From an optimization exercise on the open Yosys and OpenROAD flow, aimed at small area, a short achievable clock period and few clock cycles per item; shortcuts taken in it are not production practice.
In this exercise RTL edits were held to simulation tests only and were not proved equivalent to the original.

## design/flow/design.v

```verilog
module permutation_unrank_queen_check_core (
  input  logic        clk,
  input  logic        rst,
  input  logic        cfg_wr_en,
  input  logic [3:0]  cfg_wr_data,
  input  logic        rank_in_valid,
  output logic        rank_in_ready,
  input  logic [15:0] rank_in_perm_rank,
  output logic        result_out_valid,
  input  logic        result_out_ready,
  output logic [23:0] result_out_placement,
  output logic        result_out_is_solution,
  output logic        result_out_rank_out_of_range
);
  logic [7:0]  sel;           
  logic [7:0]  rowv;          
  logic [2:0]  vld;
  logic        en;
  always_ff @(posedge clk) begin
    if (rst) sel <= 8'h80;
    else if (cfg_wr_en) begin
      if (cfg_wr_data[3] || cfg_wr_data[2:0] == 3'd0)
        sel <= cfg_wr_data[3] ? 8'h80 : 8'h01;
      else
        sel <= 8'h01 << (cfg_wr_data[2:0] - 3'd1);
    end
  end
  always_comb begin
    for (int j = 0; j < 8; j++) begin
      rowv[j] = 1'b0;
      for (int i = j; i < 8; i++) rowv[j] = rowv[j] | sel[i];
    end
  end
  assign en            = result_out_ready;
  assign rank_in_ready = result_out_ready;
  always_ff @(posedge clk) begin
    if (rst) vld <= 3'd0;
    else if (en) vld <= {vld[1:0], rank_in_valid};
  end
  logic [2:0]  s_q;
  logic        y0_q;          
  logic [5:0]  a15_q;
  logic [6:0]  a9_q;
  logic [2:0]  d7_q;          
  logic        oor0_q;
  always_ff @(posedge clk) begin
    if (en) begin
      logic [15:0] r;
      logic [12:0] y;
      r = rank_in_perm_rank;
      y = r[15:3];
      s_q    <= r[2:0];
      y0_q   <= y[0];
      a15_q  <= 6'(y[3:0]) + 6'(y[7:4]) + 6'(y[11:8]) + 6'(y[12]);
      a9_q   <= 7'(y[5:0]) + 7'(y[11:6]) + 7'(y[12]);
      d7_q   <= 3'(r >= 16'd5040) + 3'(r >= 16'd10080) + 3'(r >= 16'd15120) +
                3'(r >= 16'd20160) + 3'(r >= 16'd25200) + 3'(r >= 16'd30240) +
                3'(r >= 16'd35280);
      oor0_q <= (sel[0] && r >= 16'd1)    || (sel[1] && r >= 16'd2)    ||
                (sel[2] && r >= 16'd6)    || (sel[3] && r >= 16'd24)   ||
                (sel[4] && r >= 16'd120)  || (sel[5] && r >= 16'd720)  ||
                (sel[6] && r >= 16'd5040) || (sel[7] && r >= 16'd40320);
    end
  end
  logic [16:0] dig_d;         
  logic [16:0] dig_q;
  logic        oor1_q;
  always_comb begin
    logic [4:0] b15; logic [3:0] m;
    logic [6:0] b9; logic [4:0] c9; logic [3:0] y9;
    logic [3:0] b7; logic [2:0] y7; 
    logic [1:0] mm3; logic [4:0] y24;
    logic [1:0] a, ap; logic [1:0] q4m3; logic q4m2;
    logic [4:0] t6; logic [2:0] d5, d6;
    b15 = 5'(a15_q[5:4]) + 5'(a15_q[3:0]);
    m = (b15 >= 5'd15) ? 4'(b15 - 5'd15) : b15[3:0];
    b9 = 7'(a9_q[5:0]) + 7'(a9_q[6]);
    c9 = 5'(b9[2:0]) + 5'd9 - 5'(b9[6:3]);
    y9 = (c9 >= 5'd9) ? 4'(c9 - 5'd9) : c9[3:0];
    b7 = 4'(b9[6:3]) + 4'(b9[2:0]);
    y7 = (b7 >= 4'd14) ? 3'(b7 - 4'd14) : (b7 >= 4'd7) ? 3'(b7 - 4'd7) : b7[2:0];
    case (m)
      4'd0, 4'd3, 4'd6, 4'd9, 4'd12: mm3 = 2'd0;
      4'd1, 4'd4, 4'd7, 4'd10, 4'd13: mm3 = 2'd1;
      default: mm3 = 2'd2;
    endcase
    dig_d[7:5] = (m >= 4'd12) ? 3'd4 : (m >= 4'd9) ? 3'd3 : (m >= 4'd6) ? 3'd2 :
                 (m >= 4'd3) ? 3'd1 : 3'd0;
    y24 = {mm3, s_q};         
    dig_d[0] = s_q[0];
    case (y24)
      5'd0, 5'd1, 5'd6, 5'd7, 5'd12, 5'd13, 5'd18, 5'd19: dig_d[2:1] = 2'd0;
      5'd2, 5'd3, 5'd8, 5'd9, 5'd14, 5'd15, 5'd20, 5'd21: dig_d[2:1] = 2'd1;
      default:                                            dig_d[2:1] = 2'd2;
    endcase
    dig_d[4:3] = (y24 >= 5'd18) ? 2'd3 : (y24 >= 5'd12) ? 2'd2 : (y24 >= 5'd6) ? 2'd1 : 2'd0;
    q4m2 = y0_q ^ m[0];
    a  = (y9 >= 4'd6) ? 2'd2 : (y9 >= 4'd3) ? 2'd1 : 2'd0;
    case (m)
      4'd0, 4'd1, 4'd2, 4'd9, 4'd10, 4'd11: ap = 2'd0;
      4'd3, 4'd4, 4'd5, 4'd12, 4'd13, 4'd14: ap = 2'd1;
      default: ap = 2'd2;
    endcase
    q4m3 = (ap == a) ? 2'd0 : (ap == 2'(a + 2'd1) || (a == 2'd2 && ap == 2'd0)) ? 2'd1 : 2'd2;
    case ({q4m3, q4m2})
      3'b000: d5 = 3'd0;
      3'b011: d5 = 3'd1;
      3'b100: d5 = 3'd2;
      3'b001: d5 = 3'd3;
      3'b010: d5 = 3'd4;
      default: d5 = 3'd5;
    endcase
    t6 = 5'(d5) + 5'(m) + 5'd7 - 5'(y7);
    d6 = (t6 >= 5'd21) ? 3'(t6 - 5'd21) : (t6 >= 5'd14) ? 3'(t6 - 5'd14) :
         (t6 >= 5'd7) ? 3'(t6 - 5'd7) : t6[2:0];
    dig_d[10:8]  = d5;
    dig_d[13:11] = d6;
    dig_d[16:14] = d7_q;
  end
  always_ff @(posedge clk) begin
    if (en) begin
      dig_q  <= dig_d;
      oor1_q <= oor0_q;
    end
  end
  logic [2:0]  dg [0:7];
  logic [7:0]  tb [0:7];      
  logic [7:0]  oh [0:7];      
  logic [14:0] dup_a;        
  logic [14:0] dup_d;        
  logic [23:0] place;
  function automatic logic twice8(input logic [7:0] x);
    logic [3:0] s1, t1;
    logic [1:0] s2, t2;
    for (int i = 0; i < 4; i++) begin
      s1[i] = x[2*i] | x[2*i+1];
      t1[i] = x[2*i] & x[2*i+1];
    end
    for (int i = 0; i < 2; i++) begin
      s2[i] = s1[2*i] | s1[2*i+1];
      t2[i] = t1[2*i] | t1[2*i+1] | (s1[2*i] & s1[2*i+1]);
    end
    twice8 = t2[0] | t2[1] | (s2[0] & s2[1]);
  endfunction
  always_comb begin
    dg[0] = 3'd0;
    dg[1] = {2'd0, dig_q[0]};
    dg[2] = {1'b0, dig_q[2:1]};
    dg[3] = {1'b0, dig_q[4:3]};
    dg[4] = dig_q[7:5];
    dg[5] = dig_q[10:8];
    dg[6] = dig_q[13:11];
    dg[7] = dig_q[16:14];
    for (int b = 0; b < 8; b++) begin
      logic [2:0] cb;
      cb = 3'd0;
      for (int k = 0; k < 8 - b; k++)
        if (sel[k+b]) cb = cb | dg[k];
      for (int t = 0; t < 8; t++)
        tb[b][t] = (t <= 7 - b) && (cb >= 3'(t));
    end
    for (int b = 7; b >= 1; b--) begin
      for (int a = b - 1; a >= 0; a--) begin
        logic [7:0] nt;
        nt = tb[b];
        for (int t = 1; t < 8; t++)
          nt[t] = tb[b][t] | (tb[b][t-1] & !tb[a][t]);
        tb[b] = nt;
      end
    end
    for (int b = 0; b < 8; b++)
      for (int v = 0; v < 8; v++)
        oh[b][v] = rowv[b] && tb[b][v] && (v == 7 || !tb[b][v+1]);
    for (int m = 0; m < 15; m++) begin
      logic [7:0] xa, xd;
      xa = '0;
      xd = '0;
      for (int b = 0; b < 8; b++) begin
        if (m - b >= 0 && m - b < 8) xa[b] = oh[b][m-b];
        if (m - 7 + b >= 0 && m - 7 + b < 8) xd[b] = oh[b][m-7+b];
      end
      dup_a[m] = twice8(xa);
      dup_d[m] = twice8(xd);
    end
    place = '0;
    for (int b = 0; b < 8; b++) begin
      logic [2:0] pb;
      pb[2] = tb[b][4];
      pb[1] = (tb[b][2] && !tb[b][4]) || tb[b][6];
      pb[0] = (tb[b][1] && !tb[b][2]) || (tb[b][3] && !tb[b][4]) ||
              (tb[b][5] && !tb[b][6]) || tb[b][7];
      if (rowv[b] && !oor1_q) place[3*b +: 3] = pb;
    end
  end
  logic [23:0] out_place;
  logic [1:0]  out_ca;        
  logic [1:0]  out_cd;        
  logic        out_oor;
  always_ff @(posedge clk) begin
    if (en) begin
      out_place <= place;
      out_ca    <= {|dup_a[14:7], |dup_a[6:0]};
      out_cd    <= {|dup_d[14:7], |dup_d[6:0]};
      out_oor   <= oor1_q;
    end
  end
  assign result_out_valid             = vld[2];
  assign result_out_placement         = out_place;
  assign result_out_is_solution       = !out_oor && out_ca == 2'b00 && out_cd == 2'b00;
  assign result_out_rank_out_of_range = out_oor;
endmodule
```

## design/flow/flow/run.sh

```bash
#!/bin/bash
cd "$(dirname "$0")/.."
export ADDER_MAP_FILE=
export BUFFER_PORTS_ARGS="-buffer_cell sky130_fd_sc_hd__buf_1"
bash standard.sh SETUP_SLACK_MARGIN=5.6 finish > standard.log 2>&1
```

## design/flow/standard.sh

```bash
#!/bin/bash
# synth_recipe.tcl (not shown) runs the flow's synth.tcl, then flattens the netlist and writes it again
# the make line also repeats each setting of config.mk as NAME=value (left out here)
make -C /OpenROAD-flow-scripts/flow DESIGN_CONFIG=/design/flow/config.mk WORK_HOME=/design/flow/orfs CLKGATE_MAP_FILE= SYNTH_SCRIPT=/design/flow/synth_recipe.tcl "${@:-finish}"
```

## design/flow/config.mk

```make
export PLATFORM = sky130hd
export DESIGN_NAME = permutation_unrank_queen_check_core
export DESIGN_NICKNAME = permutation_unrank_queen_check_core
export VERILOG_FILES = /design/flow/design.v
export SDC_FILE = /design/flow/constraint.sdc
export NUM_CORES = 4
export LEC_CHECK = 0
export ABC_AREA = 1
export CAP_MARGIN = 20
export CORE_MARGIN = 2
export CORE_UTILIZATION = 40
export CTS_BUF_LIST = sky130_fd_sc_hd__clkbuf_8
export SLEW_MARGIN = 20
```

## design/flow/constraint.sdc

```tcl
create_clock -name core_clock -period 10.0 [get_ports {clk}]
set_input_delay 2.0000 -clock core_clock [delete_from_list [all_inputs] [get_ports {clk}]]
set_output_delay 2.0000 -clock core_clock [all_outputs]
set_load 0.01 [all_outputs]
```

==> results_dict.tcl, run 1 <==
set metrics [dict create \
    crit_path_end_kind "output port" \
    max_freq_ghz 0.228 \
    fin_util 0.452 \
    vias_per_cell 5.46 \
    grt_pass1_vias 8075 \
    setup-tns-final_ps 0 \
    diodes 0 \
    placed_area_um2 8140 \
    rows 50 \
    ant_nets 0 \
    core_um2 18800 \
    vias 8365 \
    grt_pass1_wl_um 40300 \
    ys_dominant_reg_cell "edfxtp_1" \
    critical_path_class "in2out" \
    stdcell_count 1533 \
    area_delta_synth_final_pct 10.3 \
    ios 53 \
    worst_slew_pin_slew_ps 689 \
    numCtsBuffers 9 \
    avgSynthCellArea_um2 6.20 \
    grt_start_max_net_pins 37 \
    drc_errors 0 \
    drtIter0Drc 680 \
    placed_cells 1514 \
    required_ps 8000 \
    cts_hold_buffers 0 \
    hold_ws_ps 428 \
    period_needed_ps 4390 \
    grt_overflow 0 \
    design_area_um2 8490 \
    clk_pin_slew_ps 90 \
    die_x_um 143 \
    synth_edf_count 68 \
    synth_cell_types 57 \
    ys_top_cells_by_area "edfxtp_1, nand2_1, inv_1" \
    chipHeight_um 143 \
    clockBufferDepth 2 \
    fin_crit_sh 0.439 \
    timing_hold_violations_final 0 \
    cp_data_arrival_time_ps 2390 \
    setup_viol 0 \
    hpwl_um 19700 \
    rsz0062_at_grt "yes" \
    tritoncts "yes" \
    dieArea_um2 20400 \
    yosysSeqAreaShare 0.294 \
    root_buffer "clkbuf_8" \
    first_pass_iters 6 \
    syn-instance-count 1240 \
    maxSlewViolCount 0 \
    netlist_area_um2 7690 \
    synth_fp_nets 1265 \
    min_path_type "reg2reg" \
    start_kind "input port" \
    fillCellCount 2049 \
    drive_gt1_frac 0.0747 \
    crit_fanout 3 \
    place_congestion 0.991 \
    io_buffers 52 \
    initial_core_util 0.410 \
    clock_latency_ps 390 \
    status "finished clean" \
    nets 1319 \
    synth_area_leader_cell "edfxtp_1" \
    h-tree-depth 3 \
    cap_violations 0 \
    grt.total_usage 0.252 \
    ys_warn_count 12 \
    antenna_found_initial 0 \
    synth_top_area_frac 0.265 \
    place_ws_ps 4930 \
    r2r_slack_ps 5970 \
    seqCellArea_um2 2260 \
    multi_input_area_um2 4510 \
    cts.sinks 79 \
    ys_ff_latch 79 \
    fin_skew_ps 17.8 \
    max_slew_margin 0.535 \
    async_flop_share 0 \
    fin_ws_ps 5610 \
    routedWlPerCell_um 16.1 \
    wirelength_um 24600 \
]
==> worst max-delay path, cell delays in order <==
cell and delay [ps]:
clkbuf_16 140, buf_16 120, buf_2 130
==> cell usage after synthesis, types with 5 or more instances <==
cell,number
clkbuf_1,12
xor2_1,14
xnor2_1,5
nor2_1,184
dfxtp_1,11
nand2_1,280
inv_2,13
nand3_2,8
a21oi_1,92
nor3_1,21
o21bai_1,5
o211ai_1,6
o21ai_0,90
nand3_1,55
nand4_1,17
o22ai_1,29
nor4_1,6
edfxtp_1,68
nor2_2,6
a31oi_1,7
o2111ai_1,5
inv_1,221
nand2_2,19
==> cell type report <==
class | count | share of cell area
well taps | 234 | 0.0345
repair buffers | 57 | 0.0383
clock inverters | 7 | 0.0100
clock buffers | 9 | 0.0146
flip-flops and latches | 79 | 0.267
inverters | 236 | 0.104
multi-input cells | 911 | 0.532
==> final timing paths <==
check,start,end,cells past startpoint
worst max-delay path,result_out_ready,rank_in_ready,3
worst min register to register,d7_q[1],dig_q[15],0
worst min-delay path,d7_q[1],dig_q[15],0
worst max register to register,sel[6],out_ca[1],17
==> kinds of logic (layout without fill, tap and decap cells) <==
| family | count (synthesis) | count (layout) | synth area share |
|---|---|---|---|
| compound gates | 276 | 276 | 0.210 |
| flops | 79 | 79 | 0.294 |
| simple gates | 613 | 613 | 0.345 |
| buf+inv | 250 | 309 | 0.123 |
| xor+xnor | 22 | 22 | 0.0280 |
==> timing repair <==
| action | 4_1_cts | 5_1_grt |
|---|---|---|
| endpoints found under the setup margin | 1 | 5 |
| cloned | 2 | 0 |
| pin swaps | 0 | 1 |
| buffers inserted | 1 | 0 |
| gates resized for setup | 7 | 9 |
==> registers in the layout, indices dropped and copies added, names as in the netlist <==
signal and flops:
out_place 24, a15_q 6, vld 3, out_oor 1, oor0_q 1, out_ca 2, a9_q 7, d7_q 3
s_q 3, sel 8, oor1_q 1, dig_q 17, out_cd 2, y0_q 1
==> cell usage in the layout, fill, tap and decap left out, types with 4 or more instances in the layout <==
cell type	instances
o22ai_1	28
o21bai_1	5
o2111ai_1	5
inv_2	13
nand3_1	55
nand4_1	17
a31oi_1	7
dfxtp_1	10
o21ai_0	90
clkbuf_8	9
nand2_2	20
edfxtp_1	68
xor2_1	14
nand2_1	279
nor4_1	6
o31ai_1	4
inv_1	221
a21oi_1	91
nor3_1	21
nand3b_1	4
nor2_2	11
buf_1	50
nor2_1	179
o211ai_1	6
a22oi_1	4
nand3_2	8
xnor2_1	5
==> routing by layer <==
layer,up-vias,part of all wire,global-route usage
met4,0,0.053,0.144
met3,67,0.061,0.0352
li1,4199,-,-
met5,-,0,0
met1,3782,0.42,0.310
met2,317,0.47,0.423
Testbench counts, summed over its fixed seeds: cycles 32,024, items 32,000.
==> run 2, diff against run 1 <==
==> design/flow/flow/run.sh (replaced) <==
#!/bin/bash
cd "$(dirname "$0")/.."
export ADDER_MAP_FILE=
export BUFFER_PORTS_ARGS="-buffer_cell sky130_fd_sc_hd__buf_1"
bash standard.sh SETUP_SLACK_MARGIN=5.8 finish > standard.log 2>&1
==> run 2 against run 1 <==
Fmax rose by 1.0%. Cell count rose by 0.59%. Worst hold slack barely moved. Sequential share of layout area fell by 0.58 points. Clock skew rose by 1.2 ps. Non-clock buffer count rose by 9. Register-to-register slack improved by 70 ps. Via count rose by 0.81%. Wire length rose by 1.2%. Synthesized cell count did not move. Utilization rose by 1.0 points. Largest cell class unchanged.
==> results_dict.tcl, run 2 <==
set metrics [dict create \
    status "finished clean" \
    clk_pin_slew_ps 90 \
    cts_hold_buffers 0 \
    antenna_found_initial 0 \
    initial_core_util 0.410 \
    final_cell_mix "nand2_1, inv_1, nor2_1" \
    nets 1328 \
    layout_commonest_cell "nand2_1" \
    rows 50 \
    ys_warn_count 12 \
    avgSynthCellArea_um2 6.20 \
    period_needed_ps 4350 \
    synth_area_leader_cell "edfxtp_1" \
    clockBufferDepth 2 \
    first_pass_iters 5 \
    vias 8433 \
    place_congestion 0.991 \
    h-tree-depth 3 \
    die_x_um 143 \
    root_buffer "clkbuf_8" \
    diodes 0 \
    maxSlewViolCount 0 \
    timing_hold_violations_final 0 \
    synth_top_area_frac 0.265 \
    ys_dominant_reg_cell "edfxtp_1" \
    rsz0062_at_grt "yes" \
    max_stage_delay_ps 120 \
    drc_errors 0 \
    placed_area_um2 8140 \
    synth_edf_count 68 \
    clock_latency_ps 390 \
    synthTopCellsByCount "nand2_1, inv_1, nor2_1" \
    synth_fp_nets 1265 \
    drive_gt1_frac 0.0956 \
    ios 53 \
    cp_data_arrival_time_ps 2350 \
    rr_worst_depth 15 \
    area_delta_synth_final_pct 12.9 \
    top_regs "out_place x24, dig_q x17, sel x8" \
    max_slew_margin 0.539 \
    synth_cell_types 57 \
    grt_overflow 0 \
    design_area_um2 8680 \
    syn-instance-count 1240 \
    worstHoldPathCells 0 \
    tritoncts "yes" \
    grt_start_max_net_pins 37 \
    ys_ff_latch 79 \
    min_path_type "reg2reg" \
    grt.total_usage 0.252 \
    hpwl_um 19700 \
    grt_pass1_wl_um 40300 \
    cp_cell_sequence "clkbuf_16, buf_16, buf_6" \
    fin_crit_sh 0.435 \
    stdcell_count 1542 \
    setup_viol 0 \
    placed_cells 1514 \
    fin_skew_ps 19.0 \
    crit_fanout 2 \
    drtIter0Drc 656 \
    critical_path_class "in2out" \
    core_um2 18800 \
    yosysMostFrequentCell "nand2_1" \
    largest_reg_flops 24 \
    async_flop_share 0 \
    r2r_slack_ps 6040 \
    fin_util 0.463 \
    setup-tns-final_ps 0 \
    crit_path_end_kind "output port" \
    start_kind "input port" \
    cpMaxStageDelayCell "clkbuf_16" \
    worst_slew_pin_slew_ps 684 \
    wirelength_um 24900 \
    regMostFlops "out_place" \
    routedWlPerCell_um 16.2 \
    cts.sinks 79 \
    hold_ws_ps 428 \
    yosysSeqAreaShare 0.294 \
    grt_pass1_vias 8081 \
    place_ws_ps 4930 \
    ys_top_cells_by_area "edfxtp_1, nand2_1, inv_1" \
    chipHeight_um 143 \
    dieArea_um2 20400 \
    numCtsBuffers 9 \
    max_freq_ghz 0.230 \
    fin_ws_ps 5650 \
    vias_per_cell 5.47 \
    netlist_area_um2 7690 \
    cap_violations 0 \
    required_ps 8000 \
    io_buffers 52 \
    ant_nets 0 \
]
## run 2: per-layer routing
metal / wire [um] / up-vias / GRT usage
li1: - / 4208 / -
met1: 10400 / 3836 / 0.310
met2: 11700 / 311 / 0.424
met3: 1440 / 78 / 0.0352
met4: 1370 / 0 / 0.141
met5: 0 / - / 0
## run 2: cell type report
type,instances,area (um2)
clock inverter,7,85.1
timing repair buffer,66,399
inverter,236,893
tap,234,293
sequential,79,2260
fill,2028,10100
clock buffer,9,124
multi-input combinational,911,4620
## run 2: worst max-delay path, delay by kind of cell
kind	cells	cell delay, ps
buffers and inverters	3	340
## run 2: what timing repair did
| action | CTS | global route |
|---|---|---|
| endpoints found under the setup margin | 2 | 8 |
| setup buffers | 2 | 8 |
| pin swaps | 0 | 7 |
| cloned | 2 | 0 |
| gates resized for setup | 9 | 39 |
## run 2: cell families after synthesis
| logic type | count (synthesis) | synth area share |
|---|---|---|
| and+or+nand+nor | 613 | 0.345 |
| buffers and inverters | 250 | 0.123 |
| DFF | 79 | 0.294 |
| AOI/OAI and AO/OA | 276 | 0.210 |
| xor gates and xnor gates | 22 | 0.0280 |
## run 2: path summary, 6_finish.rpt
kind                         to             start
hold reg to reg       dig_q[15]           d7_q[1]
hold / removal        dig_q[15]           d7_q[1]
setup / recovery  rank_in_ready  result_out_ready
setup reg to reg      out_ca[1]            sel[7]
==> run 3, diff against run 2 <==
--- a/design/flow/design.v
+++ b/design/flow/design.v
@@ -33,3 +33,3 @@
   end
-  assign en            = result_out_ready;
+  assign en            = !vld[2] || result_out_ready;
   assign rank_in_ready = result_out_ready;
@@ -37,3 +37,3 @@
     if (rst) vld <= 3'd0;
-    else if (en) vld <= {vld[1:0], rank_in_valid};
+    else if (en) vld <= {vld[1:0], rank_in_valid && result_out_ready};
   end
==> design/flow/flow/run.sh (replaced) <==
#!/bin/bash
cd "$(dirname "$0")/.."
export ADDER_MAP_FILE=
export BUFFER_PORTS_ARGS="-buffer_cell sky130_fd_sc_hd__buf_1"
bash standard.sh SETUP_SLACK_MARGIN=5.6 finish > standard.log 2>&1
==> run 3 against run 2 <==
Die area is 0.14% higher. First-iteration DRC count is 25% higher. Design area is 3.0% lower. Worst hold slack worse by 2.9 ps. Synthesized area is 0.15% higher. Still clean. Critical path depth is 1 lower. Wire length is 6.4% lower.
==> results_dict.tcl, run 3 <==
set metrics [dict create \
    status "finished clean" \
    final_cell_mix "nand2_1, inv_1, nor2_1" \
    fillCellCount 2028 \
    fin_util 0.447 \
    cpLargestDelayFamily "buffers and inverters" \
    ys_top_cells_by_area "edfxtp_1, nand2_1, inv_1" \
    cp_data_arrival_time_ps 2270 \
    largest_reg_flops 24 \
    initial_core_util 0.409 \
    min_to "dig_q[0]" \
    crit_path_end_kind "output port" \
    required_ps 8000 \
    place_congestion 1.03 \
    ios 53 \
    critical_path_class "in2out" \
    crit_cells 2 \
    placed_area_um2 8180 \
    rows 50 \
    vias_per_cell 5.34 \
    diodes 0 \
    r2r_start "sel[6]" \
    synth_cell_types 57 \
    core_um2 18800 \
    placed_cells 1555 \
    io_buffers 52 \
    start_kind "input port" \
    layout_commonest_cell "nand2_1" \
    crit_fanout 3 \
    synth.mux.area_fraction 0.00130 \
    ys_dominant_reg_cell "edfxtp_1" \
    synth_edf_count 68 \
    hold_start "s_q[0]" \
    syn-instance-count 1255 \
    cp_cell_sequence "buf_1, buf_1" \
    drive_gt1_frac 0.0670 \
    grt_pass1_vias 7522 \
    worstHoldPathCells 0 \
    reg2reg_to "out_ca[1]" \
    ys_warn_count 12 \
    setup-tns-final_ps 0 \
    top_regs "out_place x24, dig_q x17, sel x8" \
    fin_crit_sh 0.427 \
    stdcell_count 1574 \
    crit_top_cell "buf_1" \
    dr.max_layer_used "met4" \
    ys_ff_latch 79 \
    root_buffer "clkbuf_8" \
    fin_ws_ps 5730 \
    fin_skew_ps 18.1 \
    clock_latency_ps 390 \
    clockBufferDepth 2 \
    vias 8399 \
    routedWlPerCell_um 14.8 \
    chipHeight_um 143 \
    synthTopCellsByCount "nand2_1, inv_1, nor2_1" \
    place_ws_ps 5720 \
    drt-met1-wl_um 11200 \
    first_pass_iters 5 \
    synth_fp_nets 1280 \
    hold_ws_ps 425 \
    synth_top_family_by_area "simple AND/OR/NAND/NOR gates" \
    avgSynthCellArea_um2 6.14 \
    synth-xor-area-share 0.0250 \
    cap_violations 0 \
    grt_overflow 0 \
    die_x_um 143 \
    drtIter0Drc 822 \
    synth-simple-area-share 0.349 \
    max_freq_ghz 0.234 \
    r2r_slack_ps 5910 \
    max_stage_delay_ps 160 \
    async_flop_share 0 \
    clk_pin_slew_ps 90 \
    wl_met3_um 2510 \
    setup_viol 0 \
    numCtsBuffers 9 \
    maxSlewViolCount 0 \
    antenna_found_initial 0 \
    yosys.area_share.adder 0.00130 \
    area_delta_synth_final_pct 9.37 \
    wirelength_um 23300 \
    nets 1334 \
    h-tree-depth 3 \
    grt_start_max_net_pins 71 \
    synth_top_area_frac 0.265 \
    synth_compound_area_frac 0.203 \
    grt.total_usage 0.236 \
    worst_slew_pin_slew_ps 931 \
    tritoncts "yes" \
    crit_buf_inv 2 \
    regMostFlops "out_place" \
    period_needed_ps 4270 \
    yosysMostFrequentCell "nand2_1" \
    ant_nets 0 \
    dieArea_um2 20400 \
    synth_area_leader_cell "edfxtp_1" \
    timing_hold_violations_final 0 \
    cpMaxStageDelayCell "buf_1" \
    hpwl_um 18700 \
    design_area_um2 8430 \
    netlist_area_um2 7700 \
    min_path_type "reg2reg" \
    rr_worst_depth 16 \
    cts.sinks 79 \
    rsz0062_at_grt "no" \
    max_slew_margin 0.379 \
    yosysSeqAreaShare 0.294 \
    met2_length_um 9280 \
    grt_pass1_wl_um 38000 \
    drc_errors 0 \
]
[run 3: cell types whose count changed in the layout (fill, tap and decap cells not counted), sizes merged, moves of 4 or more]
cell / before / now
inv: 238 / 246
o211ai: 6 / 2
a21oi: 93 / 100
buf: 63 / 55
nand3: 65 / 74
o22ai: 29 / 25
o21ai: 96 / 90
nor2: 192 / 180
nand2: 299 / 315
[run 3: worst max-delay path by stage]
stage	startpoint	end	slack, ps
after floorplan	result_out_ready	rank_in_ready	5880
after global placement	rank_in_perm_rank[14]	oor0_q	5720
after detailed placement	result_out_ready	rank_in_ready	5720
after CTS	result_out_ready	rank_in_ready	5720
after global routing	sel[6]	out_ca[1]	5610
final	result_out_ready	rank_in_ready	5730
[run 3: cell families after synthesis]
| kind of cell | after synthesis |
|---|---|
| xor+xnor | 22 |
| simple gates | 623 |
| buf+inv | 259 |
| compound gates | 270 |
| flops | 79 |
| fa+ha+maj | 1 |
| mux | 1 |
[run 3: layout make-up]
class	instances	area, um2	area share
Multi-Input combinational cell	917	4500	0.534
Timing Repair Buffer	55	218	0.0258
Clock inverter	5	32.5	0.00386
Clock buffer	11	151	0.0180
Inverter	247	935	0.111
Sequential cell	79	2260	0.269
Tap cell	260	325	0.0386
[run 3: routing by layer]
layer  track usage  vias to the layer above
met3        0.0617                       39
li1              -                     4230
met4        0.0537                        0
met5             0                        -
met1         0.351                     3743
met2         0.341                      387
[run 3: repair_timing]
action	CTS	global route
gates resized for setup	0	10
setup endpoints to repair	0	4
setup buffers	0	3
hold buffers	0	0
Testbench counts of run 3, summed over its fixed seeds: cycles 32,024, items 32,000.
==> run 4, diff against run 3 <==
==> design/flow/flow/run.sh (replaced) <==
#!/bin/bash
cd "$(dirname "$0")/.."
export ADDER_MAP_FILE=
export BUFFER_PORTS_ARGS="-buffer_cell sky130_fd_sc_hd__buf_1"
bash standard.sh SETUP_SLACK_MARGIN=5.75 finish > standard.log 2>&1
==> run 4 against run 3 <==
Clock-buffer cell count unchanged. Clock skew hardly changed. Sequential cell count did not move. Synthesized area unchanged. Worst setup slack better by 40 ps.
==> results_dict.tcl, run 4 <==
set metrics [dict create \
    status "finished clean" \
    core_um2 18800 \
    fin_skew_ps 18.4 \
    setup-tns-final_ps 0 \
    hold_start "s_q[0]" \
    grt_pass1_vias 7522 \
    routedWlPerCell_um 14.9 \
    root_buffer "clkbuf_8" \
    drive_gt1_frac 0.0738 \
    drc_errors 0 \
    grt_overflow 0 \
    timing_hold_violations_final 0 \
    required_ps 8000 \
    dieArea_um2 20400 \
    vias 8361 \
    start_kind "input port" \
    avgSynthCellArea_um2 6.14 \
    synth_edf_count 68 \
    cpLargestDelayFamily "buffers and inverters" \
    largest_reg_flops 24 \
    chipHeight_um 143 \
    antenna_found_initial 0 \
    hpwl_um 18700 \
    diodes 0 \
    ant_nets 0 \
    top_regs "out_place x24, dig_q x17, sel x8" \
    setup_viol 0 \
    netlist_area_um2 7700 \
    tritoncts "yes" \
    max_stage_delay_ps 120 \
    cpMaxStageDelayCell "buf_2" \
    ys_dominant_reg_cell "edfxtp_1" \
    cp_cell_sequence "buf_2, buf_6" \
    grt_pass1_wl_um 38000 \
    synth_fp_nets 1280 \
    numCtsBuffers 9 \
    vias_per_cell 5.31 \
    nets 1334 \
    clock_latency_ps 390 \
    ys_ff_latch 79 \
    crit_fanout 3 \
    worst_slew_pin_slew_ps 933 \
    clockBufferDepth 2 \
    crit_path_end_kind "output port" \
    regMostFlops "out_place" \
    min_path_type "reg2reg" \
    area_delta_synth_final_pct 9.97 \
    rsz0062_at_grt "no" \
    placed_cells 1555 \
    max_freq_ghz 0.236 \
    synth_area_leader_cell "edfxtp_1" \
    io_buffers 52 \
    maxSlewViolCount 0 \
    yosysSeqAreaShare 0.294 \
    initial_core_util 0.409 \
    h-tree-depth 3 \
    synthTopCellsByCount "nand2_1, inv_1, nor2_1" \
    final_cell_mix "nand2_1, inv_1, nor2_1" \
    layout_commonest_cell "nand2_1" \
    cap_violations 0 \
    wirelength_um 23400 \
    die_x_um 143 \
    grt.total_usage 0.236 \
    stdcell_count 1574 \
    max_slew_margin 0.378 \
    grt_start_max_net_pins 71 \
    cts_hold_buffers 0 \
    yosysMostFrequentCell "nand2_1" \
    ys_warn_count 12 \
    synth_cell_types 57 \
    ys_top_cells_by_area "edfxtp_1, nand2_1, inv_1" \
    synth_top_area_frac 0.265 \
    drtIter0Drc 714 \
    startpoint "result_out_ready" \
    syn-instance-count 1255 \
    cp_data_arrival_time_ps 2230 \
    critical_path_class "in2out" \
    ios 53 \
    async_flop_share 0 \
    cts.sinks 79 \
    fin_crit_sh 0.423 \
    rows 50 \
    first_pass_iters 6 \
    r2r_start "sel[4]" \
    clk_pin_slew_ps 90 \
    place_congestion 1.03 \
    period_needed_ps 4230 \
    crit_buf_inv 2 \
]
run 4: path summary, 6_finish.rpt:
| path | depth (start not counted) | end | slack, ps |
|---|---|---|---|
| worst max-delay path | 2 | rank_in_ready | 5770 |
| worst min-delay path | 0 | dig_q[0] | 420 |
| worst max register to register | 13 | out_ca[0] | 6010 |
| worst min register to register | 0 | dig_q[0] | 420 |
run 4: cell families (layout without fill, tap and decap cells):
group,after synthesis,after routing,share of synthesized area
buffers and inverters,259,318,0.127
muxes,1,1,0.00130
and+or+nand+nor,623,623,0.349
adders and majority gates,1,1,0.00130
xor gates and xnor gates,22,22,0.0250
AOI/OAI and AO/OA,270,270,0.203
DFF,79,79,0.294
run 4: final cells by class:
| type | instances | area [um2] |
|---|---|---|
| Fill cell | 2030 | 10400 |
| Multi-Input combinational cell | 917 | 4530 |
| Sequential cell | 79 | 2270 |
| Inverter | 247 | 938 |
| Tap cell | 260 | 325 |
| Timing Repair Buffer | 55 | 226 |
| Clock buffer | 11 | 151 |
| Clock inverter | 5 | 32.5 |
run 4: repair_timing:
item,in CTS,in global routing
buffers inserted,0,3
pin swaps,0,0
resized for setup,2,21
setup endpoints to repair,1,7
run 4: per-stage QoR:
step / utilization / setup WS (ps) / hold WS, ps / instance area (um2)
floorplan: - / 5880 / 400 / 7700
global placement: 0.434 / 5720 / 404 / 8180
detailed placement: 0.434 / 5720 / 405 / 8180
CTS: 0.444 / 5760 / 425 / 8370
global route: 0.450 / 5760 / 446 / 8470
finish: 0.450 / 5770 / 425 / 8470
run 4: per-layer routing:
layer	part of all wire	track usage
met2	0.40	0.341
met4	0.013	0.0537
met1	0.48	0.351
met5	0	0
met3	0.11	0.0617
==> run 5, diff against run 4 <==
--- a/design/flow/config.mk
+++ b/design/flow/config.mk
@@ -12,2 +12,3 @@
 export CTS_BUF_LIST = sky130_fd_sc_hd__clkbuf_8
+export CTS_CLUSTER_SIZE = 25
 export SLEW_MARGIN = 20
==> run 5 against run 4 <==
Synthesized area unchanged. Global-route usage unchanged. Still clean. Die area unchanged. Highest routed layer unchanged. Synthesized cell count unchanged. Largest cell class unchanged. Wire length unchanged. Cell count unchanged.
==> results_dict.tcl, run 5 <==
set metrics [dict create \
    period_needed_ps 4230 \
    ys_warn_count 12 \
    grt_pass1_wl_um 38000 \
    rows 50 \
    clockBufferDepth 2 \
    crit_path_end_kind "output port" \
    vias_per_cell 5.31 \
    place_ws_ps 5720 \
    min_path_type "reg2reg" \
    drc_errors 0 \
    h-tree-depth 3 \
    busiest_layer "met1" \
    globalRouteMet3Util 0.0617 \
    setup_viol 0 \
    max_slew_margin 0.378 \
    stdcell_count 1574 \
    synth_area_leader_cell "edfxtp_1" \
    rr_worst_depth 13 \
    cts_hold_buffers 0 \
    clk_pin_slew_ps 90 \
    diodes 0 \
    setup-tns-final_ps 0 \
    grt_use_met1 0.351 \
    top_regs "out_place x24, dig_q x17, sel x8" \
    reg2reg_to "out_ca[0]" \
    hpwl_um 18700 \
    cp_cell_sequence "buf_2, buf_6" \
    r2r_start "sel[4]" \
    place_congestion 1.03 \
    maxSlewViolCount 0 \
    status "finished clean" \
    initial_core_util 0.409 \
    r2r_slack_ps 6010 \
    wirelength_um 23400 \
    fin_crit_sh 0.423 \
    max_stage_delay_ps 120 \
    critical_path_class "in2out" \
    synthTopCellsByCount "nand2_1, inv_1, nor2_1" \
    yosysSeqAreaShare 0.294 \
    rsz0062_at_grt "no" \
    synth_edf_count 68 \
    regMostFlops "out_place" \
    fin_ws_ps 5770 \
    synth_cell_types 57 \
    layout_commonest_cell "nand2_1" \
    cpLargestDelayFamily "buffers and inverters" \
    worst_slew_pin_slew_ps 933 \
    die_x_um 143 \
    numCtsBuffers 9 \
    ios 53 \
    ys_dominant_reg_cell "edfxtp_1" \
    antenna_found_initial 0 \
    grt_util_met2 0.341 \
    hold_start "s_q[0]" \
    netlist_area_um2 7700 \
    timing_hold_violations_final 0 \
    core_um2 18800 \
    cap_violations 0 \
    required_ps 8000 \
    ant_nets 0 \
    fin_util 0.450 \
    grt_start_max_net_pins 71 \
    drtIter0Drc 714 \
    clock_latency_ps 390 \
    start_kind "input port" \
    min_to "dig_q[0]" \
    crit_buf_inv 2 \
    ys_top_cells_by_area "edfxtp_1, nand2_1, inv_1" \
    fin_skew_ps 18.4 \
    cpMaxStageDelayCell "buf_2" \
    max_freq_ghz 0.236 \
    drive_gt1_frac 0.0738 \
    root_buffer "clkbuf_8" \
    ys_ff_latch 79 \
    placed_cells 1555 \
    grt.total_usage 0.236 \
    final_cell_mix "nand2_1, inv_1, nor2_1" \
    cts.sinks 79 \
    routedWlPerCell_um 14.9 \
    async_flop_share 0 \
    largest_reg_flops 24 \
    synth_fp_nets 1280 \
    avgSynthCellArea_um2 6.14 \
    worstHoldPathCells 0 \
    cp_data_arrival_time_ps 2230 \
    vias 8361 \
    chipHeight_um 143 \
    io_buffers 52 \
    synth_top_area_frac 0.265 \
    tritoncts "yes" \
    dieArea_um2 20400 \
    area_delta_synth_final_pct 9.97 \
    syn-instance-count 1255 \
    nets 1334 \
    grt_pass1_vias 7522 \
    crit_fanout 3 \
    first_pass_iters 6 \
    yosysMostFrequentCell "nand2_1" \
    grt_overflow 0 \
]
==> run 5: cell counts after synthesis <==
No cell type changed its count.
==> run 5: layer usage <==
layer,wire length (um),vias to the layer above
met4,300,0
li1,-,4232
met2,9370,369
met1,11200,3736
met3,2500,24
met5,0,-
==> run 5: cells by family (layout without fill, tap and decap cells) <==
group	Yosys count	count (layout)	synth area share
flip-flops	79	79	0.294
XOR/XNOR	22	22	0.0250
AO/OA/AOI/OAI	270	270	0.203
multiplexers	1	1	0.00130
adder cells (fa/ha/maj)	1	1	0.00130
AND/OR/NAND/NOR	623	623	0.349
buffers and inverters	259	318	0.127
==> run 5: worst max path at each step <==
stage	endpoint	start	slack, ps	cells past startpoint
after floorplan	rank_in_ready	result_out_ready	5880	1
after global placement	oor0_q	rank_in_perm_rank[14]	5720	11
after detailed placement	rank_in_ready	result_out_ready	5720	2
after CTS	rank_in_ready	result_out_ready	5760	2
after global routing	out_ca[0]	dig_q[1]	5760	18
final	rank_in_ready	result_out_ready	5770	2
==> run 5: what timing repair did <==
item / 4_1_cts / 5_1_grt
setup buffers: 0 / 3
gates resized for setup: 2 / 21
pin swaps: 0 / 0
setup endpoints to repair: 1 / 7
==> run 5: layout make-up <==
type                    count  area, um2
flip-flops and latches     79       2270
fillers                  2030      10400
clock buffers              11        151
inverters                 247        938
repair buffers             55        226
well taps                 260        325
multi-input cells         917       4530
clock inverters             5       32.5
==> run 5: through the flow <==
stage	hold slack (ps)	cell area, um2
floorplan	400	7700
global placement	404	8180
detailed placement	405	8180
CTS	425	8370
global route	446	8470
finish	425	8470
==> run 6, diff against run 5 <==
--- a/design/flow/design.v
+++ b/design/flow/design.v
@@ -159,3 +159,3 @@
       for (int t = 0; t < 8; t++)
-        tb[b][t] = (t <= 7 - b) && (cb >= 3'(t));
+        tb[b][t] = rowv[b] && !oor1_q && (t <= 7 - b) && (cb >= 3'(t));
     end
@@ -172,3 +172,3 @@
       for (int v = 0; v < 8; v++)
-        oh[b][v] = rowv[b] && tb[b][v] && (v == 7 || !tb[b][v+1]);
+        oh[b][v] = tb[b][v] && (v == 7 || !tb[b][v+1]);
     for (int m = 0; m < 15; m++) begin
@@ -191,3 +191,3 @@
               (tb[b][5] && !tb[b][6]) || tb[b][7];
-      if (rowv[b] && !oor1_q) place[3*b +: 3] = pb;
+      place[3*b +: 3] = pb;
     end
--- a/design/flow/config.mk
+++ b/design/flow/config.mk
@@ -12,3 +12,2 @@
 export CTS_BUF_LIST = sky130_fd_sc_hd__clkbuf_8
-export CTS_CLUSTER_SIZE = 25
 export SLEW_MARGIN = 20
==> run 6 against run 5 <==
Utilization down 0.087 points. Critical path depth unchanged. Non-clock buffer count up 2. Sequential cell count unchanged. Synthesized area down 0.84%. Critical path type unchanged. Via count down 2.0%. Global-route usage up 0.70 points. Critical endpoint unchanged. Register-to-register slack about the same. Cell count down 5.9%. Die area down 0.82%.
==> results_dict.tcl, run 6 <==
set metrics [dict create \
    rows 50 \
    async_flop_share 0 \
    avgSynthCellArea_um2 6.43 \
    cp_cell_sequence "buf_2, buf_6" \
    synth_top_area_frac 0.267 \
    fillCellCount 1986 \
    fin_crit_sh 0.424 \
    clock_latency_ps 380 \
    ys_ff_latch 79 \
    max_freq_ghz 0.236 \
    dieArea_um2 20200 \
    chipHeight_um 142 \
    synth_area_leader_cell "edfxtp_1" \
    ys_top_cells_by_area "edfxtp_1, nand2_1, inv_1" \
    core_um2 18700 \
    required_ps 8000 \
    diodes 0 \
    fin_skew_ps 9.52 \
    crit_buf_inv 2 \
    antenna_found_initial 0 \
    vias_per_cell 5.53 \
    cts.sinks 79 \
    root_buffer "clkbuf_8" \
    yosysSeqAreaShare 0.296 \
    vias 8197 \
    ys_warn_count 12 \
    period_needed_ps 4240 \
    initial_core_util 0.408 \
    r2r_start "oor1_q" \
    cpMaxStageDelayCell "buf_2" \
    grt_pass1_vias 7644 \
    timing_hold_violations_final 0 \
    yosysMostFrequentCell "nand2_1" \
    clockBufferDepth 2 \
    regMostFlops "out_place" \
    maxSlewViolCount 0 \
    clk_pin_slew_ps 80 \
    seqCellArea_um2 2260 \
    syn-instance-count 1188 \
    hpwl_um 19500 \
    ios 53 \
    io_buffers 52 \
    drive_gt1_frac 0.0986 \
    worst_slew_pin_slew_ps 956 \
    setup-tns-final_ps 0 \
    synth_cell_types 59 \
    setup_viol 0 \
    die_x_um 142 \
    cap_violations 0 \
    ant_nets 0 \
    startpoint "result_out_ready" \
    min_path_type "reg2reg" \
    grt_start_max_net_pins 71 \
    final_cell_mix "nand2_1, inv_1, nor2_1" \
    tritoncts "yes" \
    cp_data_arrival_time_ps 2240 \
    drtIter0Drc 666 \
    nets 1267 \
    status "finished clean" \
    multi_input_area_um2 4540 \
    h-tree-depth 3 \
    grt.total_usage 0.243 \
    netlist_area_um2 7640 \
    start_kind "input port" \
    rsz0062_at_grt "no" \
    ys_dominant_reg_cell "edfxtp_1" \
    crit_path_end_kind "output port" \
    cpLargestDelayFamily "buffers and inverters" \
    numCtsBuffers 9 \
    layout_commonest_cell "nand2_1" \
    max_stage_delay_ps 120 \
    grt_overflow 0 \
    synth_edf_count 68 \
    wirelength_um 24300 \
    top_regs "out_place x24, dig_q x17, sel x8" \
    fin_util 0.449 \
    critical_path_class "in2out" \
    crit_fanout 3 \
    grt_pass1_wl_um 38700 \
    synth_fp_nets 1213 \
    place_congestion 0.973 \
    synthTopCellsByCount "nand2_1, inv_1, nor2_1" \
    first_pass_iters 7 \
    max_slew_margin 0.362 \
    routedWlPerCell_um 16.4 \
    area_delta_synth_final_pct 9.96 \
    drc_errors 0 \
    hold_start "d7_q[0]" \
    largest_reg_flops 24 \
]
[run 6: path summary, 6_finish.rpt]
check	end	slack, ps	cells past startpoint
worst max register to register	out_cd[0]	6000	21
worst min register to register	dig_q[14]	420	0
worst min-delay path	dig_q[14]	420	0
worst max-delay path	rank_in_ready	5760	2
[run 6: per-stage QoR]
step                instance area (um2)  setup slack, ps  std cells  hold WS, ps
CTS                                8260             5750       1476          425
global placement                   8070             5600       1460          403
global route                       8400             5720       1481          435
floorplan                          7640             5880       1188          400
finish                             8400             5760       1481          424
detailed placement                 8070             5640       1460          407
[run 6: logic make-up (layout without fill, tap and decap cells)]
family	count (synthesis)	count (layout)	synth area share
AO/OA/AOI/OAI	288	288	0.234
XOR/XNOR	27	27	0.0310
adder cells (fa/ha/maj)	2	2	0.00262
buffers and inverters	247	306	0.123
flip-flops	79	79	0.296
AND/OR/NAND/NOR	545	545	0.314
[run 6: per-layer routing]
metal / global-route usage / share of wire / vias to the layer above
met3: 0.0360 / 0.054 / 66
met4: 0.115 / 0.038 / 0
li1: - / - / 4075
met5: 0 / 0 / -
met2: 0.419 / 0.48 / 310
met1: 0.299 / 0.43 / 3746
[run 6: area by class of cell]
class	instances	share of cell area
tap	234	0.0349
clock inverter	7	0.00670
multi-input combinational	862	0.541
timing repair buffer	57	0.0288
inverter	233	0.105
clock buffer	9	0.0147
sequential	79	0.270
[run 6: what timing repair did]
item,in CTS,in global routing
hold buffers,0,0
setup buffers,0,5
pin swaps,0,3
gates resized for setup,2,32
endpoints found under the setup margin,1,8
Testbench counts of run 6, summed over its fixed seeds: cycles 32,024, items 32,000.
==> run 7, diff against run 6 <==
--- a/design/flow/config.mk
+++ b/design/flow/config.mk
@@ -10,3 +10,3 @@
 export CORE_MARGIN = 2
-export CORE_UTILIZATION = 40
+export CORE_UTILIZATION = 50
 export CTS_BUF_LIST = sky130_fd_sc_hd__clkbuf_8
==> run 7 against run 6 <==
Utilization up 11 points. Worst setup slack better by 9.9 ps. Design area fell by 0.18%. Critical path type unchanged. Worst hold slack improved by 3.8 ps.
==> results_dict.tcl, run 7 <==
set metrics [dict create \
    grt.total_usage 0.304 \
    cp_cell_sequence "clkbuf_2, buf_2" \
    clockBufferDepth 2 \
    yosysMostFrequentCell "nand2_1" \
    io_buffers 52 \
    layout_commonest_cell "nand2_1" \
    hold_ws_ps 428 \
    core_um2 15100 \
    ys_warn_count 12 \
    async_flop_share 0 \
    vias 8403 \
    startpoint "result_out_ready" \
    ant_nets 0 \
    cts.sinks 79 \
    netlist_area_um2 7640 \
    crit_buf_inv 2 \
    h-tree-depth 3 \
    cpMaxStageDelayCell "buf_2" \
    crit_fanout 3 \
    syn-instance-count 1188 \
    die_x_um 128 \
    nets 1271 \
    max_stage_delay_ps 130 \
    numCtsBuffers 9 \
    grt_pass1_vias 7685 \
    tritoncts "yes" \
    place_congestion 0.974 \
    cap_violations 0 \
    antenna_found_initial 0 \
    hold_start "d7_q[1]" \
    max_slew_margin 0.351 \
    root_buffer "clkbuf_8" \
    final_cell_mix "nand2_1, inv_1, nor2_1" \
    ys_dominant_reg_cell "edfxtp_1" \
    worst_slew_pin_slew_ps 974 \
    timing_hold_violations_final 0 \
    period_needed_ps 4230 \
    largest_reg_flops 24 \
    cts_hold_buffers 0 \
    setup-tns-final_ps 0 \
    required_ps 8000 \
    min_path_type "reg2reg" \
    rows 45 \
    chipHeight_um 128 \
    dieArea_um2 16300 \
    drc_errors 0 \
    clk_pin_slew_ps 80 \
    drive_gt1_frac 0.101 \
    regMostFlops "out_place" \
    fin_crit_sh 0.423 \
    top_regs "out_place x24, dig_q x17, sel x8" \
    ys_ff_latch 79 \
    synthTopCellsByCount "nand2_1, inv_1, nor2_1" \
    r2r_start "sel[5]" \
    place_ws_ps 5150 \
    drtIter0Drc 974 \
    synth_fp_nets 1213 \
    clock_latency_ps 380 \
    synth_edf_count 68 \
    ios 53 \
    critical_path_class "in2out" \
    rsz0062_at_grt "yes" \
    start_kind "input port" \
    fillCellCount 1547 \
    cp_data_arrival_time_ps 2230 \
    wirelength_um 24400 \
    max_freq_ghz 0.237 \
    initial_core_util 0.506 \
    avgSynthCellArea_um2 6.43 \
    hpwl_um 19600 \
    synth_cell_types 59 \
    grt_start_max_net_pins 71 \
    routedWlPerCell_um 17.0 \
    status "finished clean" \
    diodes 0 \
    yosysSeqAreaShare 0.296 \
    placed_cells 1414 \
    fin_skew_ps 14.4 \
    maxSlewViolCount 0 \
    crit_path_end_kind "output port" \
    grt_overflow 0 \
    first_pass_iters 5 \
    synth_top_area_frac 0.267 \
    fin_ws_ps 5770 \
    stdcell_count 1439 \
    grt_pass1_wl_um 38800 \
    synth_area_leader_cell "edfxtp_1" \
    ys_top_cells_by_area "edfxtp_1, nand2_1, inv_1" \
    setup_viol 0 \
    area_delta_synth_final_pct 9.76 \
    cpLargestDelayFamily "buffers and inverters" \
    vias_per_cell 5.84 \
]
run 7: per-stage QoR:
stage | util | instance area [um2]
3_3_place_gp | 0.531 | 8020
5_1_grt | 0.556 | 8380
2_1_floorplan | - | 7640
6_report | 0.556 | 8380
3_5_place_dp | 0.531 | 8020
4_1_cts | 0.544 | 8210
run 7: kinds of logic (layout without fill, tap and decap cells):
| family | after synthesis | count (layout) | share of synthesized area |
|---|---|---|---|
| fa+ha+maj | 2 | 2 | 0.00262 |
| compound gates | 288 | 288 | 0.234 |
| simple gates | 545 | 545 | 0.314 |
| flops | 79 | 79 | 0.296 |
| xor+xnor | 27 | 27 | 0.0310 |
| buf+inv | 247 | 310 | 0.123 |
run 7: area by class of cell:
| cell class | count | area (um2) | share of cell area |
|---|---|---|---|
| Clock buffer | 9 | 124 | 0.0148 |
| Clock inverter | 7 | 65.1 | 0.00776 |
| Inverter | 233 | 883 | 0.105 |
| Multi-Input combinational cell | 862 | 4550 | 0.542 |
| Sequential cell | 79 | 2260 | 0.270 |
| Tap cell | 188 | 235 | 0.0281 |
| Timing Repair Buffer | 61 | 267 | 0.0318 |
run 7: path summary, 6_finish.rpt:
check	endpoint	slack [ps]	depth (start not counted)
setup / recovery	rank_in_ready	5770	2
hold / removal	dig_q[15]	430	0
setup reg to reg	out_ca[1]	6000	20
hold reg to reg	dig_q[15]	430	0
run 7: layer usage:
layer	vias up	routed length (um)	GRT usage	share of wire
met1	3802	9720	0.377	0.40
li1	4075	-	-	-
met4	0	1110	0.151	0.046
met2	430	11700	0.518	0.48
met3	96	1900	0.0431	0.078
met5	-	0	0	0
run 7: what timing repair did:
item / 4_1_cts / 5_1_grt
pin swaps: 0 / 2
setup endpoints to repair: 2 / 10
resized for setup: 2 / 30
buffers inserted: 0 / 9
==> run 8, diff against run 7 <==
--- a/design/flow/flow/run.sh
+++ b/design/flow/flow/run.sh
@@ -2,2 +2,6 @@
 cd "$(dirname "$0")/.."
+rm -rf scripts_copy
+cp -r "$FLOW_HOME/scripts" scripts_copy > copy.log 2>&1
+cp flow/abc_area.script scripts_copy/abc_area.script
+export SCRIPTS_DIR="$PWD/scripts_copy"
 export ADDER_MAP_FILE=
==> design/flow/flow/abc_area.script (new file) <==
strash
dch
amap
topo
stime -c
buffer -c
upsize -c
dnsize -c
--- a/design/flow/config.mk
+++ b/design/flow/config.mk
@@ -10,3 +10,3 @@
 export CORE_MARGIN = 2
-export CORE_UTILIZATION = 50
+export CORE_UTILIZATION = 40
 export CTS_BUF_LIST = sky130_fd_sc_hd__clkbuf_8
==> run 8 against run 7 <==
Sequential share of layout area is 1.3 points higher. Wire length shrank 8.3%. Critical endpoint is now dig_q[13]. Register-to-register slack worse by 1200 ps. Critical path depth increased by 41. Clock skew fell by 1.3 ps. Clock-buffer cell count did not move. First-iteration DRC count shrank 15%. Utilization shrank 7.1 points. Via count down 9.3%.
==> results_dict.tcl, run 8 <==
set metrics [dict create \
    setup_viol 0 \
    layout_commonest_cell "nor2_1" \
    multi_input_area_um2 4350 \
    ys_warn_count 12 \
    synth_fp_nets 998 \
    required_ps 10130 \
    fin_crit_sh 0.521 \
    cpMaxStageDelayCell "edfxtp_1" \
    wirelength_um 22400 \
    rr_worst_depth 43 \
    synthTopCellsByCount "nor2_1, inv_1, a21oi_1, o21ai_0, nand2_1" \
    initial_core_util 0.409 \
    clockBufferDepth 2 \
    nets 1085 \
    vias 7618 \
    reg2reg_to "dig_q[13]" \
    min_to "oor1_q" \
    worst_slew_pin_slew_ps 791 \
    maxSlewViolCount 0 \
    antenna_found_initial 0 \
    timing_hold_violations_final 0 \
    wl_met3_um 1450 \
    min_path_type "reg2reg" \
    yosysSeqAreaShare 0.334 \
    synth_area_leader_cell "edfxtp_1" \
    netlist_area_um2 6780 \
    place_congestion 1.00 \
    met2_length_um 10800 \
    die_x_um 134 \
    clk_pin_slew_ps 80 \
    regMostFlops "out_place" \
    chipHeight_um 134 \
    top_regs "out_place x24, dig_q x17, sel x8" \
    grt_start_max_net_pins 49 \
    vias_per_cell 5.93 \
    r2r_slack_ps 4790 \
    status "finished clean" \
    drive_gt1_frac 0.150 \
    ios 53 \
    placed_area_um2 7260 \
    tritoncts "yes" \
    max_freq_ghz 0.192 \
    area_delta_synth_final_pct 18.5 \
    final_cell_mix "nor2_1, inv_1, nand2_1, a21oi_1, o21ai_0" \
    yosysMostFrequentCell "nor2_1" \
    rows 47 \
    worstHoldPathCells 0 \
    fin_skew_ps 13.1 \
    ys_dominant_reg_cell "edfxtp_1" \
    critical_path_class "reg2reg" \
    routedWlPerCell_um 17.4 \
    syn-instance-count 973 \
    period_needed_ps 5210 \
    first_pass_iters 7 \
    dieArea_um2 18000 \
    fin_util 0.485 \
    synth_edf_count 68 \
    clock_latency_ps 380 \
    cts.sinks 79 \
    grt.total_usage 0.248 \
    io_buffers 52 \
    dr.max_layer_used "met4" \
    grt_pass1_vias 7229 \
    h-tree-depth 3 \
    ys_top_cells_by_area "edfxtp_1, nor2_1, inv_1" \
    start_kind "register" \
    cts_hold_buffers 0 \
    cp_data_arrival_time_ps 5340 \
    crit_top_cell "a21oi_2" \
    max_slew_margin 0.473 \
    numCtsBuffers 9 \
    r2r_start "a9_q[0]" \
    ant_nets 0 \
    hold_ws_ps 425 \
    design_area_um2 8040 \
    ys_ff_latch 79 \
    fillCellCount 1670 \
    largest_reg_flops 24 \
    crit_path_end_kind "register" \
    synth_top_area_frac 0.301 \
    core_um2 16600 \
    max_stage_delay_ps 390 \
    hpwl_um 17100 \
    root_buffer "clkbuf_8" \
    hold_start "oor0_q" \
    drt-met1-wl_um 8960 \
    avgSynthCellArea_um2 6.97 \
    synth_cell_types 67 \
    grt_pass1_wl_um 35500 \
    setup-tns-final_ps 0 \
    grt_overflow 0 \
    drtIter0Drc 830 \
    drc_errors 0 \
    seqCellArea_um2 2270 \
    cap_violations 0 \
    crit_fanout 4 \
    rsz0062_at_grt "yes" \
    diodes 0 \
    async_flop_share 0 \
]
## run 8: worst max-delay path by stage
| stage | startpoint | end | slack (ps) | depth (start not counted) |
|---|---|---|---|---|
| floorplan | a9_q[6] | dig_q[13] | 5190 | 40 |
| CTS | a9_q[0] | dig_q[13] | 4940 | 41 |
| finish | a9_q[0] | dig_q[13] | 4790 | 43 |
| detailed placement | sel[6] | out_ca[1] | 4430 | 18 |
| global route | a9_q[6] | dig_q[13] | 4270 | 42 |
| global placement | sel[7] | out_ca[1] | 4330 | 18 |
## run 8: per-layer routing
metal,vias up,GRT usage
met5,-,0
met4,0,0.151
met3,78,0.0370
met2,347,0.424
met1,3506,0.293
li1,3687,-
## run 8: critical path: cells and delay by family (launching register included)
| kind | cells | cell delay (ps) |
|---|---|---|
| AO/OA/AOI/OAI | 18 | 2280 |
| XOR/XNOR | 1 | 80 |
| buffers and inverters | 6 | 390 |
| flip-flops | 1 | 390 |
| AND/OR/NAND/NOR | 18 | 1810 |
## run 8: layout make-up
type	count	area share
Clock buffer	9	0.0154
Timing Repair Buffer	84	0.0554
Multi-Input combinational cell	755	0.541
Sequential cell	79	0.283
Clock inverter	7	0.00903
Inverter	131	0.0618
Tap cell	220	0.0343
## run 8: logic make-up after synthesis
family | share of synthesized area
buffers and inverters | 0.0777
AND/OR/NAND/NOR | 0.248
XOR/XNOR | 0.00129
AO/OA/AOI/OAI | 0.339
flip-flops | 0.334
## run 8: what timing repair did
action,CTS,global route
gates cloned,0,0
resized for setup,51,56
endpoints found under the setup margin,23,10
pin swaps,15,6
buffers inserted,24,6
## run 8: through the flow
step	setup WS, ps	instances
after floorplan	5190	973
after global placement	4330	1239
after detailed placement	4430	1239
after CTS	4940	1279
after global routing	4270	1285
final	4790	1285
==> run 9, diff against run 8 <==
--- a/design/flow/flow/run.sh
+++ b/design/flow/flow/run.sh
@@ -8,2 +8,2 @@
 export BUFFER_PORTS_ARGS="-buffer_cell sky130_fd_sc_hd__buf_1"
-bash standard.sh SETUP_SLACK_MARGIN=5.75 finish > standard.log 2>&1
+bash standard.sh SETUP_SLACK_MARGIN=5.5 finish > standard.log 2>&1
==> run 9 against run 8 <==
Clock-buffer cell count stayed put. Cell count is 0.31% lower. Non-clock buffer count is 4 lower. Critical path depth unchanged. Design area fell by 1.3%. Utilization decreased by 0.63 points. Register-to-register slack barely moved. Fmax about the same. Via count grew 0.26%. Worst hold slack about the same.
==> results_dict.tcl, run 9 <==
set metrics [dict create \
    maxSlewViolCount 0 \
    drtIter0Drc 829 \
    fillCellCount 1683 \
    async_flop_share 0 \
    cts.sinks 79 \
    fin_crit_sh 0.521 \
    final_cell_mix "nor2_1, inv_1, a21oi_1" \
    rows 47 \
    ys_top_cells_by_area "edfxtp_1, nor2_1, inv_1" \
    fin_ws_ps 4790 \
    io_buffers 52 \
    cts_hold_buffers 0 \
    routedWlPerCell_um 17.4 \
    yosysSeqAreaShare 0.334 \
    synth_top_area_frac 0.301 \
    setup_viol 0 \
    rsz0062_at_grt "yes" \
    timing_hold_violations_final 0 \
    netlist_area_um2 6780 \
    root_buffer "clkbuf_8" \
    vias 7638 \
    ant_nets 0 \
    tritoncts "yes" \
    grt.total_usage 0.248 \
    syn-instance-count 973 \
    grt_pass1_wl_um 35500 \
    fin_skew_ps 15.6 \
    crit_fanout 4 \
    cap_violations 0 \
    grt_start_max_net_pins 49 \
    core_um2 16600 \
    drive_gt1_frac 0.131 \
    vias_per_cell 5.96 \
    dieArea_um2 18000 \
    area_delta_synth_final_pct 17.0 \
    start_kind "register" \
    status "finished clean" \
    drc_errors 0 \
    setup-tns-final_ps 0 \
    ios 53 \
    worst_slew_pin_slew_ps 990 \
    top_regs "out_place x24, dig_q x17, sel x8" \
    numCtsBuffers 9 \
    hpwl_um 17100 \
    clockBufferDepth 2 \
    synth_edf_count 68 \
    nets 1081 \
    avgSynthCellArea_um2 6.97 \
    clk_pin_slew_ps 80 \
    antenna_found_initial 0 \
    synthTopCellsByCount "nor2_1, inv_1, a21oi_1, o21ai_0, nand2_1" \
    regMostFlops "out_place" \
    grt_overflow 0 \
    place_ws_ps 4430 \
    yosysMostFrequentCell "nor2_1" \
    place_congestion 1.00 \
    h-tree-depth 3 \
    initial_core_util 0.409 \
    period_needed_ps 5210 \
    crit_path_end_kind "register" \
    cp_data_arrival_time_ps 5340 \
    max_slew_margin 0.340 \
    ys_ff_latch 79 \
    synth_fp_nets 998 \
    layout_commonest_cell "nor2_1" \
    max_freq_ghz 0.192 \
    grt_pass1_vias 7217 \
    wirelength_um 22300 \
    cpMaxStageDelayCell "edfxtp_1" \
    clock_latency_ps 390 \
    ys_dominant_reg_cell "edfxtp_1" \
    max_stage_delay_ps 390 \
    first_pass_iters 7 \
    largest_reg_flops 24 \
    crit_top_cell "a21oi_2" \
    fin_util 0.478 \
    ys_warn_count 12 \
    die_x_um 134 \
    min_path_type "reg2reg" \
    chipHeight_um 134 \
    required_ps 10130 \
    critical_path_class "reg2reg" \
    diodes 0 \
    synth_area_leader_cell "edfxtp_1" \
    synth_cell_types 67 \
]
## run 9: cell counts after synthesis
No cell type changed its count.
## run 9: logic make-up after synthesis
group | Yosys count | share of synthesized area
buffers and inverters | 139 | 0.0777
DFF | 79 | 0.334
AOI/OAI and AO/OA | 362 | 0.339
xor gates and xnor gates | 1 | 0.00129
and+or+nand+nor | 392 | 0.248
## run 9: layout make-up
class                   instances  area, um2  area share
well taps                     220        275      0.0347
inverters                     131        497      0.0626
multi-input cells             755       4290       0.541
repair buffers                 80        405      0.0511
flip-flops and latches         79       2260       0.286
clock inverters                 7       72.6     0.00915
clock buffers                   9        124      0.0156
## run 9: routing by layer
metal,wire [um],global-route usage,vias to the layer above
met5,0,0,-
li1,-,-,3683
met1,8950,0.296,3504
met2,10800,0.423,367
met3,1500,0.0374,84
met4,1120,0.150,0
## run 9: worst paths after layout
| path | from | end | slack (ps) | cells past startpoint |
|---|---|---|---|---|
| setup reg to reg | a9_q[0] | dig_q[13] | 4790 | 43 |
| hold / removal | oor0_q | oor1_q | 420 | 0 |
| setup / recovery | a9_q[0] | dig_q[13] | 4790 | 43 |
| hold reg to reg | oor0_q | oor1_q | 420 | 0 |
## run 9: critical path: cells and delay by family (launching register included)
kind                      cells  cell delay [ps]
AOI/OAI and AO/OA            18             2280
buffers and inverters         6              390
DFF                           1              390
and+or+nand+nor              18             1810
xor gates and xnor gates      1               80
## run 9: through the flow
step / cell area (um2) / cells / hold slack [ps]
after global routing: 7930 / 1281 / 441
final: 7930 / 1281 / 425
after CTS: 7820 / 1279 / 425
after global placement: 7260 / 1239 / 401
after detailed placement: 7260 / 1239 / 405
after floorplan: 6810 / 973 / 400
## run 9: repair_timing
action / in CTS / in global routing
pin swaps: 15 / 5
setup buffers: 24 / 2
resized for setup: 41 / 33
endpoints found under the setup margin: 17 / 7

## afterwards: timing with drivers on the ports
No port has a modelled driver above. Below, the same layouts with a new extraction and two added sets of constraints. Step 1, drivers: a clkbuf_16 drives clk and a buf_2 each remaining input, both assumed. Step 2 also shifts input and output timing later by t, the mid clock arrival at the registers, as if the neighbouring blocks saw the same clock. a / b / c = ideal / step 1 / step 2; a / b = the first two.
run | t, ns | setup WS [ns] | worst slew at a driven data input, ns
run 1 | 0.415 | 5.608 / 5.569 / 5.569 | 0.05
run 2 | 0.421 | 5.653 / 5.613 / 5.613 | 0.05
run 3 | 0.424 | 5.729 / 5.708 / 5.708 | 0.04
run 4 | 0.422 | 5.769 / 5.751 / 5.711 | 0.04
run 5 | 0.422 | 5.769 / 5.751 / 5.711 | 0.04
run 6 | 0.412 | 5.764 / 5.743 / 5.624 | 0.03
run 7 | 0.415 | 5.774 / 5.752 / 5.500 | 0.05
run 8 | 0.414 | 4.787 / 4.787 / 4.787 | 0.03
run 9 | 0.417 | 4.787 / 4.787 / 4.787 | 0.03
After both steps every run listed still meets setup and hold. The setup slack of run 7, which loses most, moves by -0.022 ns with the drivers and by -0.274 ns with both steps.
